This is an optimization exercise on Yosys and OpenROAD, whose aim is small area, not a production implementation.
The RTL was checked by simulation tests, not by an equivalence proof against the original design.

==> v4: inputs <==
## qoiEncoderTop
module qoiEncoderTop (
	input logic clk,
	input logic reset,
	input logic pixelValid,
	input qoiPkg::pixelT pixelData,
	input logic pixelLast,
	output logic pixelReady,
	output logic byteValid,
	output logic [7:0] byteData,
	output logic byteLast,
	input logic byteReady
);
	localparam int W = 26;
	localparam int N = 64;
	typedef enum logic [3:0] {
		S_WAIT,    
		S_PASS,
		S_DEC,     
		S_RUN,
		S_LOOK,
		S_BYTES,
		S_ACC,
		S_END,
		S_CLRW,
		S_CLEAR,
		S_BLD      
	} stateT;
	stateT state;
	logic [5:0] slot;
	logic [N*W-1:0] ringD;
	logic [5:0] nextEmpty;
	logic [5:0] lastEmpty;
	logic anyEmpty;
	logic fixPending;
	logic [31:0] prev;
	logic pass2;
	logic passLoad;
	logic borrow;
	logic [5:0] hash;
	logic [1:0] lumaHi;
	logic notSame;
	logic alphaDiffers;
	logic diffOut;
	logic lumaOut;
	logic [5:0] run;
	logic [4:0] t;
	logic [2:0] k;
	logic [1:0] ch;
	logic passing;
	logic x, y, d, bwNext, bwIn;
	logic insBit;
	logic [5:0] weight;
	logic [W-1:0] headD;
  ...
export LEC_CHECK = 0
export CAP_MARGIN = 20
export CORE_MARGIN = 2
export CORE_UTILIZATION = 50
export PLACE_DENSITY = 0.65
export SLEW_MARGIN = 20
create_clock -name core_clock -period 11.0 [get_ports {clk}]
standard.sh (not shown) runs the stock make flow with config.mk's settings and CLKGATE_MAP_FILE= SYNTH_SCRIPT=/design/flow/synth_recipe.tcl, a recipe that flattens the netlist after the stock synthesis.
==> flow/flow/run.sh <==
#!/bin/bash
# The standard layout (standard.sh) with three changes:
# - synthesis maps logic with an area-oriented abc script (flow/synth_area.tcl);
# - the clock tree is built from clkbuf_8 leaf buffers driving clusters of up to 20
#   flip-flops and clkbuf_4 buffers above them,
#   without dummy loads;
# - the port buffers are buf_1.
# make and every tool it runs log to orfs/logs/; the make output is in flow.log.
set -euo pipefail
here=$(pwd)
export AREA_ABC_SCRIPT=$here/flow/abc_area.script
export FLOW_SYNTH_TCL=$here/synth_recipe.tcl
bash standard.sh \
  "SYNTH_SCRIPT=$here/flow/synth_area.tcl" \
  "CTS_ARGS=-sink_clustering_enable -repair_clock_nets -dont_use_dummy_load -buf_list sky130_fd_sc_hd__clkbuf_4 -sink_clustering_buffer sky130_fd_sc_hd__clkbuf_8 -sink_clustering_size 20 -sink_clustering_max_diameter 60" \
  "BUFFER_PORTS_ARGS=-buffer_cell sky130_fd_sc_hd__buf_1" \
  finish > flow.log 2>&1
==> flow/flow/abc_area.script <==
strash
dc2
dch -f
map -a
strash
dc2
dch -f
map -a
strash
balance
rewrite
refactor
balance
rewrite
rewrite -z
balance
refactor -z
rewrite -z
balance
dch -f
map -a
topo
==> flow/flow/synth_area.tcl <==
# The standard synthesis (synth_recipe.tcl, which sources ORFS's synth.tcl) with one change:
# abc runs an area-oriented script (flow/abc_area.script) in place of ORFS's speed script.
# Every other pass, and so every register and its name, is the standard synthesis's.
proc abc {args} {
  set i [lsearch -exact $args -script]
  if { $i >= 0 } { lset args [expr { $i + 1 }] $::env(AREA_ABC_SCRIPT) }
  yosys abc {*}$args
}
source $::env(FLOW_SYNTH_TCL)
==> v39: changes against v4 <==
--- a/flow/design.v
+++ b/flow/design.v
@@ -61,12 +61,13 @@
 	logic [N*W-1:0] ringD;
 	logic [5:0] nextEmpty;
 	logic [5:0] lastEmpty;
 	logic anyEmpty;
 	logic fixPending;
 	logic [31:0] prev;
+	logic first;
 	logic pass2;
 	logic passLoad;
 	logic borrow;
 	logic [5:0] hash;
 	logic [1:0] lumaHi;
 	logic notSame;
@@ -99,22 +100,20 @@
 	always_comb begin
 		if (pass2) begin
 			x = prev[0];
 			y = t[4] ? prev[24] : prev[8];
 		end else begin
 			x = pixelData[t];
-			y = prev[0];
+			y = first ? (ch == 2'd0) : prev[0];
 		end
 	end
 	assign bwIn = (k != 3'd0) && borrow;
 	assign d = x ^ y ^ bwIn;
 	assign bwNext = (!x && y) || (!(x ^ y) && bwIn);
 	always_comb begin
-		if (clr)
-			insBit = (ch == 2'd0);
-		else if (!passing)
+		if (!passing)
 			insBit = prev[0];
 		else if (passLoad)
 			insBit = pixelData[t];
 		else if (pass2 && !ch[0])
 			insBit = prev[0];
 		else
@@ -139,24 +138,17 @@
 	assign wr = (state == S_LOOK) && atSlot;
 	assign clr = (state == S_CLEAR);
 	assign rep = !notSame;
 	assign alphaSame = !alphaDiffers;
 	assign runNext = run + 6'd1;
 	assign pos = run[2:0];
-	logic isDiff, isRgb;
-	logic copyNow;
-	logic [1:0] rgbTurn;
+	logic isDiff;
 	logic [7:0] copyByte;
 	assign isDiff = alphaSame && !diffOut;
-	assign isRgb = notSame && !isDiff && !(alphaSame && !lumaOut);
-	assign rgbTurn = pos[1:0] - 2'd1;
-	assign copyNow = isRgb ? (k == 3'd0 && t[4:3] == ~rgbTurn) : (t == 5'd0);
 	always_comb begin
-		if (isRgb)
-			copyByte = prev[7:0];
-		else if (isDiff)
+		if (isDiff)
 			copyByte = {2'b00, ~prev[25], prev[24], ~prev[17], prev[16], ~prev[9], prev[8]};
 		else if (pos == 3'd0)
 			copyByte = {2'b00, ~prev[21], prev[20:16]};
 		else
 			copyByte = {~prev[27], prev[26:24], ~prev[11], prev[10:8]};
 	end
@@ -169,16 +161,19 @@
 			opByte = {2'b01, hash};
 		end else if (alphaSame && !lumaOut) begin
 			nBytes = 3'd2;
 			opByte = (pos == 3'd0) ? {2'b10, hash} : {lumaHi, hash};
 		end else begin
 			nBytes = alphaSame ? 3'd4 : 3'd5;
-			if (pos == 3'd0)
-				opByte = alphaSame ? 8'hFE : 8'hFF;
-			else
-				opByte = {lumaHi, hash};
+			case (pos)
+				3'd0: opByte = alphaSame ? 8'hFE : 8'hFF;
+				3'd1: opByte = pixelData.r;
+				3'd2: opByte = pixelData.g;
+				3'd3: opByte = pixelData.b;
+				default: opByte = pixelData.a;
+			endcase
 		end
 	end
 	assign byteValid = (state == S_RUN) || (state == S_BYTES) || (state == S_END);
 	assign byteLast = (state == S_END) && (pos == 3'd7);
 	assign advance = byteValid && byteReady;
 	always_comb begin
@@ -235,19 +230,20 @@
 					|| ((ch == 2'd2) && (k >= 3'd6) && (d != prev[31]));
 			end else begin
 				lumaOut <= lumaOut || (ch[0] && (k >= 3'd4) && (d != prev[31]));
 			end
 		end else if (state == S_LOOK && atSlot) begin
 			notSame <= !hit;
-		end else if (state == S_BLD && copyNow && !(isRgb && !passLoad)) begin
+		end else if (state == S_BLD && t == 5'd0) begin
 			hash <= copyByte[5:0];
 			lumaHi <= copyByte[7:6];
 		end
 	end
 	always_ff @(posedge clk) begin
 		if (clr) begin
+			first <= 1'b1;
 			pass2 <= 1'b0;
 			passLoad <= 1'b0;
 			run <= 6'd0;
 		end else begin
 			case (state)
 				S_DEC: begin
@@ -268,17 +264,14 @@
 						if (pos == nBytes - 3'd1) begin
 							pass2 <= 1'b0;
 							passLoad <= 1'b1;
 						end
 					end
 				end
-				S_BLD: begin
-					if (isRgb)
-						passLoad <= 1'b1;
-				end
 				S_ACC: begin
+					first <= 1'b0;
 					passLoad <= 1'b0;
 				end
 				S_RUN: begin
 					if (advance)
 						run <= 6'd0;
 				end
@@ -295,16 +288,13 @@
 			state <= S_CLEAR;
 			slot <= 6'd0;
 		end else begin
 			slot <= slot + 6'd1;
 			case (state)
 				S_WAIT: if (pixelValid && t == 5'd31) state <= S_PASS;
-				S_PASS: begin
-					if (t == 5'd31)
-						state <= passLoad ? (isRgb ? S_BYTES : S_ACC) : (pass2 ? S_BLD : S_DEC);
-				end
+				S_PASS: if (t == 5'd31) state <= passLoad ? S_ACC : (pass2 ? S_BLD : S_DEC);
 				S_DEC: begin
 					if (rep) begin
 						if (runNext == 6'(62) || pixelLast)
 							state <= S_RUN;
 						else
 							state <= S_WAIT;
@@ -313,34 +303,29 @@
 					end else begin
 						state <= S_LOOK;
 					end
 				end
 				S_LOOK: begin
 					if (atSlot) begin
-						if (hit)
-							state <= S_BYTES;
-						else if (alphaSame && diffOut && !lumaOut)
+						if (!hit && alphaSame && diffOut && !lumaOut)
 							state <= S_WAIT;
-						else
+						else if (!hit && isDiff)
 							state <= S_BLD;
+						else
+							state <= S_BYTES;
 					end
 				end
 				S_BYTES: begin
 					if (advance) begin
 						if (pos == nBytes - 3'd1)
-							state <= isRgb ? S_ACC : S_WAIT;
-						else
+							state <= S_WAIT;
+						else if (nBytes == 3'd2)
 							state <= S_BLD;
 					end
 				end
-				S_BLD: begin
-					if (isRgb && !passLoad)
-						state <= S_WAIT;
-					else if (copyNow)
-						state <= S_BYTES;
-				end
+				S_BLD: if (t == 5'd0) state <= S_BYTES;
 				S_ACC: state <= pixelLast ? S_END : S_WAIT;
 				S_RUN: if (advance) state <= notSame ? S_LOOK : S_WAIT;
 				S_END: if (advance && pos == 3'd7) state <= S_CLRW;
 				S_CLRW: if (slot == 6'(N - 1)) state <= S_CLEAR;
 				S_CLEAR: if (slot == 6'(N - 1)) state <= S_WAIT;
 				default: state <= S_CLEAR;
==> v33: changes against v4 <==
--- a/flow/design.v
+++ b/flow/design.v
@@ -50,33 +50,34 @@
 		S_RUN,
 		S_LOOK,
 		S_BYTES,
 		S_ACC,
 		S_END,
 		S_CLRW,
-		S_CLEAR,
-		S_BLD      
+		S_CLEAR
 	} stateT;
 	stateT state;
 	logic [5:0] slot;
 	logic [N*W-1:0] ringD;
 	logic [5:0] nextEmpty;
 	logic [5:0] lastEmpty;
 	logic anyEmpty;
 	logic fixPending;
 	logic [31:0] prev;
+	logic first;
 	logic pass2;
 	logic passLoad;
 	logic borrow;
 	logic [5:0] hash;
-	logic [1:0] lumaHi;
 	logic notSame;
 	logic alphaDiffers;
 	logic diffOut;
 	logic lumaOut;
 	logic [5:0] run;
+	logic hitF;
+	logic lastF;
 	logic [4:0] t;
 	logic [2:0] k;
 	logic [1:0] ch;
 	logic passing;
 	logic x, y, d, bwNext, bwIn;
 	logic insBit;
@@ -99,24 +100,20 @@
 	always_comb begin
 		if (pass2) begin
 			x = prev[0];
 			y = t[4] ? prev[24] : prev[8];
 		end else begin
 			x = pixelData[t];
-			y = prev[0];
+			y = first ? (ch == 2'd0) : prev[0];
 		end
 	end
 	assign bwIn = (k != 3'd0) && borrow;
 	assign d = x ^ y ^ bwIn;
 	assign bwNext = (!x && y) || (!(x ^ y) && bwIn);
 	always_comb begin
-		if (clr)
-			insBit = (ch == 2'd0);
-		else if (!passing)
-			insBit = prev[0];
-		else if (passLoad)
+		if (passLoad)
 			insBit = pixelData[t];
 		else if (pass2 && !ch[0])
 			insBit = prev[0];
 		else
 			insBit = d;
 	end
@@ -139,46 +136,32 @@
 	assign wr = (state == S_LOOK) && atSlot;
 	assign clr = (state == S_CLEAR);
 	assign rep = !notSame;
 	assign alphaSame = !alphaDiffers;
 	assign runNext = run + 6'd1;
 	assign pos = run[2:0];
-	logic isDiff, isRgb;
-	logic copyNow;
-	logic [1:0] rgbTurn;
-	logic [7:0] copyByte;
-	assign isDiff = alphaSame && !diffOut;
-	assign isRgb = notSame && !isDiff && !(alphaSame && !lumaOut);
-	assign rgbTurn = pos[1:0] - 2'd1;
-	assign copyNow = isRgb ? (k == 3'd0 && t[4:3] == ~rgbTurn) : (t == 5'd0);
-	always_comb begin
-		if (isRgb)
-			copyByte = prev[7:0];
-		else if (isDiff)
-			copyByte = {2'b00, ~prev[25], prev[24], ~prev[17], prev[16], ~prev[9], prev[8]};
-		else if (pos == 3'd0)
-			copyByte = {2'b00, ~prev[21], prev[20:16]};
-		else
-			copyByte = {~prev[27], prev[26:24], ~prev[11], prev[10:8]};
-	end
 	always_comb begin
 		nBytes = 3'd1;
 		opByte = 8'h00;
-		if (!notSame) begin
+		if (hitF) begin
 			opByte = {2'b00, hash};
 		end else if (alphaSame && !diffOut) begin
-			opByte = {2'b01, hash};
+			opByte = {2'b01, ~prev[25], prev[24], ~prev[17], prev[16], ~prev[9], prev[8]};
 		end else if (alphaSame && !lumaOut) begin
 			nBytes = 3'd2;
-			opByte = (pos == 3'd0) ? {2'b10, hash} : {lumaHi, hash};
+			opByte = (pos == 3'd0) ? {2'b10, ~prev[21], prev[20:16]}
+				: {~prev[27], prev[26:24], ~prev[11], prev[10:8]};
 		end else begin
 			nBytes = alphaSame ? 3'd4 : 3'd5;
-			if (pos == 3'd0)
-				opByte = alphaSame ? 8'hFE : 8'hFF;
-			else
-				opByte = {lumaHi, hash};
+			case (pos)
+				3'd0: opByte = alphaSame ? 8'hFE : 8'hFF;
+				3'd1: opByte = pixelData.r;
+				3'd2: opByte = pixelData.g;
+				3'd3: opByte = pixelData.b;
+				default: opByte = pixelData.a;
+			endcase
 		end
 	end
 	assign byteValid = (state == S_RUN) || (state == S_BYTES) || (state == S_END);
 	assign byteLast = (state == S_END) && (pos == 3'd7);
 	assign advance = byteValid && byteReady;
 	always_comb begin
@@ -216,13 +199,14 @@
 				anyEmpty <= 1'b0;
 			else
 				fixPending <= 1'b1;
 		end
 	end
 	always_ff @(posedge clk) begin
-		prev <= {insBit, prev[31:1]};
+		if (passing)
+			prev <= {insBit, prev[31:1]};
 	end
 	always_ff @(posedge clk) begin
 		borrow <= bwNext;
 		if (passing) begin
 			if (passLoad) begin
 			end else if (!pass2) begin
@@ -233,34 +217,32 @@
 					|| ((ch != 2'd0) && (k >= 3'd2) && (d != prev[31]));
 				lumaOut <= ((t == 5'd0) ? 1'b0 : lumaOut)
 					|| ((ch == 2'd2) && (k >= 3'd6) && (d != prev[31]));
 			end else begin
 				lumaOut <= lumaOut || (ch[0] && (k >= 3'd4) && (d != prev[31]));
 			end
-		end else if (state == S_LOOK && atSlot) begin
-			notSame <= !hit;
-		end else if (state == S_BLD && copyNow && !(isRgb && !passLoad)) begin
-			hash <= copyByte[5:0];
-			lumaHi <= copyByte[7:6];
 		end
 	end
 	always_ff @(posedge clk) begin
 		if (clr) begin
+			first <= 1'b1;
 			pass2 <= 1'b0;
 			passLoad <= 1'b0;
 			run <= 6'd0;
 		end else begin
 			case (state)
 				S_DEC: begin
+					lastF <= 1'b0;
 					if (rep) begin
 						run <= runNext;
 						passLoad <= 1'b1;
 					end
 				end
 				S_LOOK: begin
 					if (atSlot) begin
+						hitF <= hit;
 						if (!hit && alphaSame && diffOut && !lumaOut)
 							pass2 <= 1'b1;
 					end
 				end
 				S_BYTES: begin
 					if (advance) begin
@@ -268,18 +250,16 @@
 						if (pos == nBytes - 3'd1) begin
 							pass2 <= 1'b0;
 							passLoad <= 1'b1;
 						end
 					end
 				end
-				S_BLD: begin
-					if (isRgb)
-						passLoad <= 1'b1;
-				end
 				S_ACC: begin
+					first <= 1'b0;
 					passLoad <= 1'b0;
+					lastF <= pixelLast;
 				end
 				S_RUN: begin
 					if (advance)
 						run <= 6'd0;
 				end
 				S_END: begin
@@ -295,54 +275,38 @@
 			state <= S_CLEAR;
 			slot <= 6'd0;
 		end else begin
 			slot <= slot + 6'd1;
 			case (state)
 				S_WAIT: if (pixelValid && t == 5'd31) state <= S_PASS;
-				S_PASS: begin
-					if (t == 5'd31)
-						state <= passLoad ? (isRgb ? S_BYTES : S_ACC) : (pass2 ? S_BLD : S_DEC);
-				end
+				S_PASS: if (t == 5'd31) state <= passLoad ? S_ACC : (pass2 ? S_BYTES : S_DEC);
 				S_DEC: begin
 					if (rep) begin
-						if (runNext == 6'(62) || pixelLast)
-							state <= S_RUN;
-						else
-							state <= S_WAIT;
+						state <= S_WAIT;
 					end else if (run != 6'd0) begin
 						state <= S_RUN;
 					end else begin
 						state <= S_LOOK;
 					end
 				end
 				S_LOOK: begin
 					if (atSlot) begin
-						if (hit)
-							state <= S_BYTES;
-						else if (alphaSame && diffOut && !lumaOut)
+						if (!hit && alphaSame && diffOut && !lumaOut)
 							state <= S_WAIT;
 						else
-							state <= S_BLD;
-					end
-				end
-				S_BYTES: begin
-					if (advance) begin
-						if (pos == nBytes - 3'd1)
-							state <= isRgb ? S_ACC : S_WAIT;
-						else
-							state <= S_BLD;
+							state <= S_BYTES;
 					end
 				end
-				S_BLD: begin
-					if (isRgb && !passLoad)
-						state <= S_WAIT;
-					else if (copyNow)
-						state <= S_BYTES;
+				S_BYTES: if (advance && pos == nBytes - 3'd1) state <= S_WAIT;
+				S_ACC: begin
+					if (rep)
+						state <= (run == 6'(62) || pixelLast) ? S_RUN : S_WAIT;
+					else
+						state <= pixelLast ? S_END : S_WAIT;
 				end
-				S_ACC: state <= pixelLast ? S_END : S_WAIT;
-				S_RUN: if (advance) state <= notSame ? S_LOOK : S_WAIT;
+				S_RUN: if (advance) state <= lastF ? S_END : (notSame ? S_LOOK : S_WAIT);
 				S_END: if (advance && pos == 3'd7) state <= S_CLRW;
 				S_CLRW: if (slot == 6'(N - 1)) state <= S_CLEAR;
 				S_CLEAR: if (slot == 6'(N - 1)) state <= S_WAIT;
 				default: state <= S_CLEAR;
 			endcase
 		end
==> flow/flow/run.sh (replaced) <==
#!/bin/bash
# The standard layout (standard.sh) with three changes:
# - synthesis maps logic with an area-oriented abc script (flow/synth_area.tcl);
# - the clock tree is built from clkbuf_8 leaf buffers driving clusters of up to 20
#   flip-flops, without dummy loads;
# - the port buffers are buf_1.
# make and every tool it runs log to orfs/logs/; the make output is in flow.log.
set -euo pipefail
here=$(pwd)
export AREA_ABC_SCRIPT=$here/flow/abc_area.script
export FLOW_SYNTH_TCL=$here/synth_recipe.tcl
bash standard.sh \
  "SYNTH_SCRIPT=$here/flow/synth_area.tcl" \
  "CTS_ARGS=-sink_clustering_enable -repair_clock_nets -dont_use_dummy_load -buf_list sky130_fd_sc_hd__clkbuf_8 -sink_clustering_size 20 -sink_clustering_max_diameter 60" \
  "BUFFER_PORTS_ARGS=-buffer_cell sky130_fd_sc_hd__buf_1" \
  finish > flow.log 2>&1
==> notes <==
In v39 the flip-flop and latch count is higher than in v4, by 1. Sequential share of layout area, lowest first: v39, v33, v4. In v39 the setup slack is worse than in v4, by 530 ps. Via count, highest first: v39, v33, v4. Against v4, the clock skew of v33 is lower by 82 ps.

## separate check: timing with driven ports
No port has a modelled driver above. Below, the same layouts with a new extraction and two added sets of constraints.
Step 1 sets driving cells, clkbuf_16 on the clock port and buf_2 on the other inputs (assumed; they add their load-dependent delay and slew).
Step 2 moves the port delays by t, midway between the first and last clock arrival at a register: inputs arrive t later, outputs are due t later. That takes back most of the time a late clock gives input paths.
Three values: no drivers, after step 1, after step 2; two values: the first two.
run	t, ns	setup slack, ns	cell pins on the clock port's net
v4	0.935	5.416 / 5.361 / 5.294	1
v39	0.920	4.884 / 4.822 / 5.151	1
v33	0.748	4.908 / 4.819 / 4.819	1
After both steps setup and hold are still met in every run listed. The setup slack of v4, which loses most, moves by -0.055 ns with the drivers and by -0.122 ns with both steps.
